Context: an optimization exercise on an open-source flow, tuned for small area and a short achievable clock period. The choices shown serve that exercise and are no tape-out recipe. Where RTL was checked, it was by simulation tests only, not by an equivalence proof against the original. Power figures rest on the tool's default switching activity, not on a simulated workload.

## v39
// message_extractor
module message_extractor (
    input  logic                              clk,
    input  logic                              reset_n,
    input  logic                              in_valid,
    input  logic                              in_startofpacket,
    input  logic                              in_endofpacket,
    input  message_extractor_pkg::beat_t      in_data,
    input  message_extractor_pkg::empty_t     in_empty,
    output logic                              out_valid,
    output message_extractor_pkg::msg_data_t  out_data,
    output message_extractor_pkg::byte_mask_t out_bytemask
);
For scale: about 2400 cells after synthesis, ~570 flip-flops, roughly 0.026 mm^2 of cells after synthesis.
==> module message_extractor, before the edit <==
module message_extractor (
    input  logic                              clk,
    input  logic                              reset_n,
    input  logic                              in_valid,
    input  logic                              in_startofpacket,
    input  logic                              in_endofpacket,
    input  message_extractor_pkg::beat_t      in_data,
    input  message_extractor_pkg::empty_t     in_empty,
    output logic                              out_valid,
    output message_extractor_pkg::msg_data_t  out_data,
    output message_extractor_pkg::byte_mask_t out_bytemask
);
    logic        pkt_active;         
    logic [15:0] cnt;                
    logic [5:0]  pay;                
    logic        pend;               
    logic        hdr_fresh;          
    logic [2:0]  lp;
    logic [5:0]  len_r;
    logic [5:0]  len_q;              
    logic [2:0]  d_q;                
    logic [63:0]  raw1;              
    logic [55:0]  raw2;              
    logic [127:0] acc;               
    logic        accept;
    logic        first_beat;
    assign first_beat = !pkt_active;
    assign accept     = in_valid && (in_startofpacket == first_beat);
    logic [5:0]  len_eff;
    logic [2:0]  d_eff;
    logic [5:0]  p_eff;              
    logic        more_msgs;
    assign more_msgs = |cnt[15:1];
    assign len_eff   = hdr_fresh ? len_r : len_q;
    assign d_eff     = hdr_fresh ? 3'(3'd7 - lp - len_r[2:0]) : d_q;
    assign p_eff     = hdr_fresh ? 6'(len_r + {3'd0, lp} - 6'd7) : pay;
    logic        ends;
    logic [2:0]  e;
    logic [7:0]  end_ok;
    logic        msg_done;
    assign ends = (p_eff != '0) && (p_eff <= 6'd8);
    assign e    = 3'(p_eff - 6'd1);
    always_comb begin
        for (int k = 0; k < 8; k++) begin
            end_ok[k] = (4'(k) + {1'b0, e}) <= 4'd7;
        end
    end
    assign msg_done = in_valid && !in_startofpacket && pkt_active && ends &&
                      (!in_endofpacket || end_ok[in_empty]);
    logic [15:0] n_cnt;
    logic [5:0]  n_pay;
    logic        n_pend;
    logic        n_hdr;
    logic [2:0]  n_lp;
    always_comb begin
        n_cnt  = cnt;
        n_pay  = '0;
        n_pend = 1'b0;
        n_hdr  = 1'b0;
        n_lp   = lp;
        if (p_eff > 6'd8) begin
            n_pay = p_eff - 6'd8;
        end else if (pend) begin
            n_hdr = 1'b1;
            n_lp  = 3'd0;
            n_cnt = cnt - 16'd1;
        end else if (more_msgs) begin
            if (p_eff <= 6'd6) begin
                n_hdr = 1'b1;
                n_lp  = 3'(p_eff + 6'd1);
                n_cnt = cnt - 16'd1;
            end else if (p_eff == 6'd7) begin
                n_pend = 1'b1;
            end
        end
    end
    always_ff @(posedge clk) begin
        if (!reset_n) begin
            pkt_active <= 1'b0;
        end else if (accept) begin
            pkt_active <= !in_endofpacket;
        end
    end
    always_ff @(posedge clk) begin
        if (accept) begin
            len_q <= len_eff;
            d_q   <= d_eff;
            if (first_beat) begin
                cnt       <= in_data[63:48];
                pay       <= '0;
                pend      <= 1'b0;
                hdr_fresh <= |in_data[63:48];
                lp        <= 3'd3;
                len_r     <= in_data[37:32];
            end else begin
                cnt       <= n_cnt;
                pay       <= n_pay;
                pend      <= n_pend;
                hdr_fresh <= n_hdr;
                lp        <= n_lp;
                len_r     <= 6'(in_data[8*(7-n_lp) +: 8]);
            end
        end
    end
    logic [63:0] v_prev;
    logic [63:0] v_cur;
    assign v_prev = 64'({raw2, raw1} >> {d_eff, 3'b000});
    assign v_cur  = 64'({raw1[55:0], in_data} >> {d_eff, 3'b000});
    always_ff @(posedge clk) begin
        if (accept) begin
            raw1 <= in_data;
            raw2 <= raw1[55:0];
            acc  <= {acc[63:0], v_prev};
        end
    end
    logic [31:0]  mask;
    logic [255:0] data_mask;
    always_comb begin
        for (int k = 0; k < 32; k++) begin
            mask[k]              = (k < 8) || (6'(k) < len_eff);
            data_mask[8*k +: 8]  = {8{mask[k]}};
        end
    end
    always_ff @(posedge clk) begin
        if (!reset_n) begin
            out_valid    <= 1'b0;
            out_data     <= '0;
            out_bytemask <= '0;
        end else begin
            out_valid <= msg_done;
            if (msg_done) begin
                out_data     <= {acc, v_prev, v_cur} & data_mask;
                out_bytemask <= mask;
            end
        end
    end
endmodule
==> flow/config.mk <==
export PLATFORM = sky130hd
export DESIGN_NAME = message_extractor
export DESIGN_NICKNAME = message_extractor
export VERILOG_FILES = /design/flow/design.v
export SDC_FILE = /design/flow/constraint.sdc
export NUM_CORES = 4
export LEC_CHECK = 0
export CAP_MARGIN = 20
export CORE_MARGIN = 2
export CORE_UTILIZATION = 30
export SLEW_MARGIN = 20
==> flow/constraint.sdc <==
create_clock -name core_clock -period 18.0 [get_ports {clk}]
set_input_delay 3.6000 -clock core_clock [delete_from_list [all_inputs] [get_ports {clk}]]
set_output_delay 3.6000 -clock core_clock [all_outputs]
set_load 0.01 [all_outputs]
standard.sh (not shown) runs the stock make flow with config.mk's settings and CLKGATE_MAP_FILE= SYNTH_SCRIPT=/design/flow/synth_recipe.tcl, a recipe that flattens the netlist after the stock synthesis.
==> flow/flow/run.sh <==
#!/bin/bash
# Standard ORFS layout, with a setup margin for repair_timing (pushes paths well
# below the 18 ns clock) and minimum-size port buffers.
set -euo pipefail
bash standard.sh "SETUP_SLACK_MARGIN=13" "BUFFER_PORTS_ARGS=-buffer_cell sky130_fd_sc_hd__buf_1" "CTS_BUF_LIST=sky130_fd_sc_hd__clkbuf_4 sky130_fd_sc_hd__clkbuf_8" finish > make_flow.log 2>&1
Modified inputs, v29 compared to v39
--- a/flow/design.v
+++ b/flow/design.v
@@ -31,7 +31,5 @@
     logic        hdr_fresh;          
     logic [2:0]  lp;
-    logic [5:0]  len_r;
     logic [5:0]  len_q;              
-    logic [2:0]  d_q;                
     logic [63:0]  raw1;              
     logic [55:0]  raw2;              
@@ -46,7 +44,7 @@
     logic        more_msgs;
     assign more_msgs = |cnt[15:1];
-    assign len_eff   = hdr_fresh ? len_r : len_q;
-    assign d_eff     = hdr_fresh ? 3'(3'd7 - lp - len_r[2:0]) : d_q;
-    assign p_eff     = hdr_fresh ? 6'(len_r + {3'd0, lp} - 6'd7) : pay;
+    assign len_eff   = hdr_fresh ? pay : len_q;
+    assign p_eff     = hdr_fresh ? 6'(pay + {3'd0, lp} - 6'd7) : pay;
+    assign d_eff     = 3'(-p_eff[2:0]);
     logic        ends;
     logic [2:0]  e;
@@ -99,19 +97,16 @@
         if (accept) begin
             len_q <= len_eff;
-            d_q   <= d_eff;
             if (first_beat) begin
                 cnt       <= in_data[63:48];
-                pay       <= '0;
+                pay       <= (|in_data[63:48]) ? in_data[37:32] : 6'd0;
                 pend      <= 1'b0;
                 hdr_fresh <= |in_data[63:48];
                 lp        <= 3'd3;
-                len_r     <= in_data[37:32];
             end else begin
                 cnt       <= n_cnt;
-                pay       <= n_pay;
+                pay       <= n_hdr ? 6'(in_data[8*(7-n_lp) +: 8]) : n_pay;
                 pend      <= n_pend;
                 hdr_fresh <= n_hdr;
                 lp        <= n_lp;
-                len_r     <= 6'(in_data[8*(7-n_lp) +: 8]);
             end
         end
Notes after the runs:
NOTE: worst path arrival time in v29 falls short of that of v39. v29 ended up with a lower die extent in y than v39 did. The post-CTS setup buffer count number comes out higher for v39 vs v29. Maximum frequency, v39 and v29, lower one = v29. NOTE: gate count after technology mapping in v29 falls short of that of v39. For v29, the capture point of the worst path was out_data[211], unlike v39, where it was out_data[102]. Clock skew was higher in v39 than in v29. After detailed routing, v39 needs more wire than v29. Between v39 and v29, the overall via count from detail_route is lower for v29. v29 reports a lower synthesized cell area than v39 does.
The RTL of v39 was laid out without a check of its function.

* * *

Setup of run 1:
The RTL this note starts from:
==> flow/design.v <==
package message_extractor_pkg;
    typedef logic [63:0]  beat_t;        
    typedef logic [2:0]   empty_t;       
    typedef logic [255:0] msg_data_t;
    typedef logic [31:0]  byte_mask_t;   
    typedef logic [15:0]  msg_len_t;     
    typedef enum logic [1:0] {
        BYTE_SKIP = 2'd0,                
        BYTE_CUR  = 2'd1,                
        BYTE_NEXT = 2'd2                 
    } byte_class_e;
    typedef logic [15:0] beat_class_t;
endpackage
`timescale 1ns/1ps
module message_extractor (
    input  logic                              clk,
    input  logic                              reset_n,
    input  logic                              in_valid,
    input  logic                              in_startofpacket,
    input  logic                              in_endofpacket,
    input  message_extractor_pkg::beat_t      in_data,
    input  message_extractor_pkg::empty_t     in_empty,
    output logic                              out_valid,
    output message_extractor_pkg::msg_data_t  out_data,
    output message_extractor_pkg::byte_mask_t out_bytemask
);
    logic        pkt_active;         
    logic [15:0] cnt;                
    logic [5:0]  pay;                
    logic        pend;               
    logic        hdr_fresh;          
    logic [2:0]  lp;
    logic [5:0]  len_q;              
    logic [63:0]  raw1;              
    logic [55:0]  raw2;              
    logic [127:0] acc;               
    logic        accept;
    logic        first_beat;
    assign first_beat = !pkt_active;
    assign accept     = in_valid && (in_startofpacket == first_beat);
    logic [5:0]  len_eff;
    logic [2:0]  d_eff;
    logic [5:0]  p_eff;              
    logic        more_msgs;
    assign more_msgs = |cnt[15:1];
    assign len_eff   = hdr_fresh ? pay : len_q;
    assign p_eff     = hdr_fresh ? 6'(pay + {3'd0, lp} - 6'd7) : pay;
    assign d_eff     = 3'(-p_eff[2:0]);
    logic        ends;
    logic [2:0]  e;
    logic [7:0]  end_ok;
    logic        msg_done;
    assign ends = (p_eff != '0) && (p_eff <= 6'd8);
    assign e    = 3'(p_eff - 6'd1);
    always_comb begin
        for (int k = 0; k < 8; k++) begin
            end_ok[k] = (4'(k) + {1'b0, e}) <= 4'd7;
        end
    end
    assign msg_done = in_valid && !in_startofpacket && pkt_active && ends &&
                      (!in_endofpacket || end_ok[in_empty]);
    logic [15:0] n_cnt;
    logic [5:0]  n_pay;
    logic        n_pend;
    logic        n_hdr;
    logic [2:0]  n_lp;
    always_comb begin
        n_cnt  = cnt;
        n_pay  = '0;
        n_pend = 1'b0;
        n_hdr  = 1'b0;
        n_lp   = lp;
        if (p_eff > 6'd8) begin
            n_pay = p_eff - 6'd8;
        end else if (pend) begin
            n_hdr = 1'b1;
            n_lp  = 3'd0;
            n_cnt = cnt - 16'd1;
        end else if (more_msgs) begin
            if (p_eff <= 6'd6) begin
                n_hdr = 1'b1;
                n_lp  = 3'(p_eff + 6'd1);
                n_cnt = cnt - 16'd1;
            end else if (p_eff == 6'd7) begin
                n_pend = 1'b1;
            end
        end
    end
    always_ff @(posedge clk) begin
        if (!reset_n) begin
            pkt_active <= 1'b0;
        end else if (accept) begin
            pkt_active <= !in_endofpacket;
        end
    end
    always_ff @(posedge clk) begin
        if (accept) begin
            len_q <= len_eff;
            if (first_beat) begin
                cnt       <= in_data[63:48];
                pay       <= (|in_data[63:48]) ? in_data[37:32] : 6'd0;
                pend      <= 1'b0;
                hdr_fresh <= |in_data[63:48];
                lp        <= 3'd3;
            end else begin
                cnt       <= n_cnt;
                pay       <= n_hdr ? 6'(in_data[8*(7-n_lp) +: 8]) : n_pay;
                pend      <= n_pend;
                hdr_fresh <= n_hdr;
                lp        <= n_lp;
            end
        end
    end
    logic [63:0] v_prev;
    logic [63:0] v_cur;
    assign v_prev = 64'({raw2, raw1} >> {d_eff, 3'b000});
    assign v_cur  = 64'({raw1[55:0], in_data} >> {d_eff, 3'b000});
    always_ff @(posedge clk) begin
        if (accept) begin
            raw1 <= in_data;
            raw2 <= raw1[55:0];
            acc  <= {acc[63:0], v_prev};
        end
    end
    logic [31:0]  mask;
    logic [255:0] data_mask;
    always_comb begin
        for (int k = 0; k < 32; k++) begin
            mask[k]              = (k < 8) || (6'(k) < len_eff);
            data_mask[8*k +: 8]  = {8{mask[k]}};
        end
    end
    always_ff @(posedge clk) begin
        if (!reset_n) begin
            out_valid    <= 1'b0;
            out_data     <= '0;
            out_bytemask <= '0;
        end else begin
            out_valid <= msg_done;
            if (msg_done) begin
                out_data     <= {acc, v_prev, v_cur} & data_mask;
                out_bytemask <= mask;
            end
        end
    end
endmodule
export LEC_CHECK = 0
export CAP_MARGIN = 20
export CORE_MARGIN = 2
export CORE_UTILIZATION = 30
export SLEW_MARGIN = 20
create_clock -name core_clock -period 18.0 [get_ports {clk}]
==> flow/flow/run.sh <==
#!/bin/bash
# Standard ORFS layout, with a setup margin for repair_timing (pushes paths well
# below the 18 ns clock) and minimum-size port buffers.
set -euo pipefail
bash standard.sh "SETUP_SLACK_MARGIN=13" "BUFFER_PORTS_ARGS=-buffer_cell sky130_fd_sc_hd__buf_1" "CTS_ARGS=-sink_clustering_enable -repair_clock_nets -sink_clustering_size 24 -sink_clustering_max_diameter 120 -dont_use_dummy_load -buf_list {sky130_fd_sc_hd__clkbuf_8 sky130_fd_sc_hd__clkbuf_16}" finish > make_flow.log 2>&1
Setup changes, run 1 to run 2
-- flow/design.v --
<<< run 1, line 131
        end
    end
    always_ff @(posedge clk) begin
        if (!reset_n) begin
            out_valid    <= 1'b0;
            out_data     <= '0;
            out_bytemask <= '0;
        end else begin
            out_valid <= msg_done;
            if (msg_done) begin
                out_data     <= {acc, v_prev, v_cur} & data_mask;
                out_bytemask <= mask;
            end
        end
    end
endmodule
>>> run 2, line 131
        end
    end
    logic         ld;
    logic         hold;
    logic [255:0] ld_mask;
    logic [31:0]  ld_bmask;
    assign ld       = reset_n && msg_done;
    assign hold     = reset_n && !msg_done;
    assign ld_mask  = data_mask & {256{ld}};
    assign ld_bmask = mask & {32{ld}};
    always_ff @(posedge clk) begin
        out_valid    <= ld;
        out_data     <= ({acc, v_prev, v_cur} & ld_mask) | (out_data & {256{hold}});
        out_bytemask <= ld_bmask | (out_bytemask & {32{hold}});
    end
endmodule
--- outcome ---
Comparing run 1 and run 2, reported net switching power is higher on run 2. Run comparison: run 1 launch point of the critical path in_startofpacket; run 2 launch point of the critical path in_empty[1]. Run 2 against run 1: multi-input combinational cell area decreased by 470 µm² relative to the old numbers; total clock sinks increased by 1.2% relative to the old numbers; power decreased by 0.011 mW relative to the old numbers; utilization after layout increased by 1.5 points relative to the old numbers; cell area increased by about 2.4% relative to the old numbers.
The RTL of run 2 was laid out without a check of its function.

## static timing again, ports no longer ideal
In the flow no input, the clock included, has a driving cell. The finished layouts below were timed again as built, in two steps. Step 1 sets driving cells, clkbuf_16 on the clock port and buf_2 on the other inputs (assumed; they add their load-dependent delay and slew). Step 2 moves the port delays by t, midway between the first and last clock arrival at a register: inputs arrive t later, outputs are due t later. That takes back most of the time a late clock gives input paths. Three values: no drivers, after step 1, after step 2; two values: the first two.
run	t (ns)	setup WS [ns]	worst register clock-pin slew, ns	worst data-port slew with drivers (ns)	cell pins on the clock port's net
v39	0.759	12.962 / 13.006 / 12.247	0.07 / 0.07	0.12	1
v29	0.738	12.943 / 12.918 / 12.180	0.07 / 0.07	0.09	1
run 1	0.658	12.963 / 12.946 / 12.288	0.11 / 0.11	0.11	1
run 2	0.658	12.890 / 12.901 / 12.243	0.11 / 0.11	0.11	1
After both steps every run listed still meets setup and hold. The setup slack of v29, which loses most, moves by -0.025 ns with the drivers and by -0.763 ns with both steps.
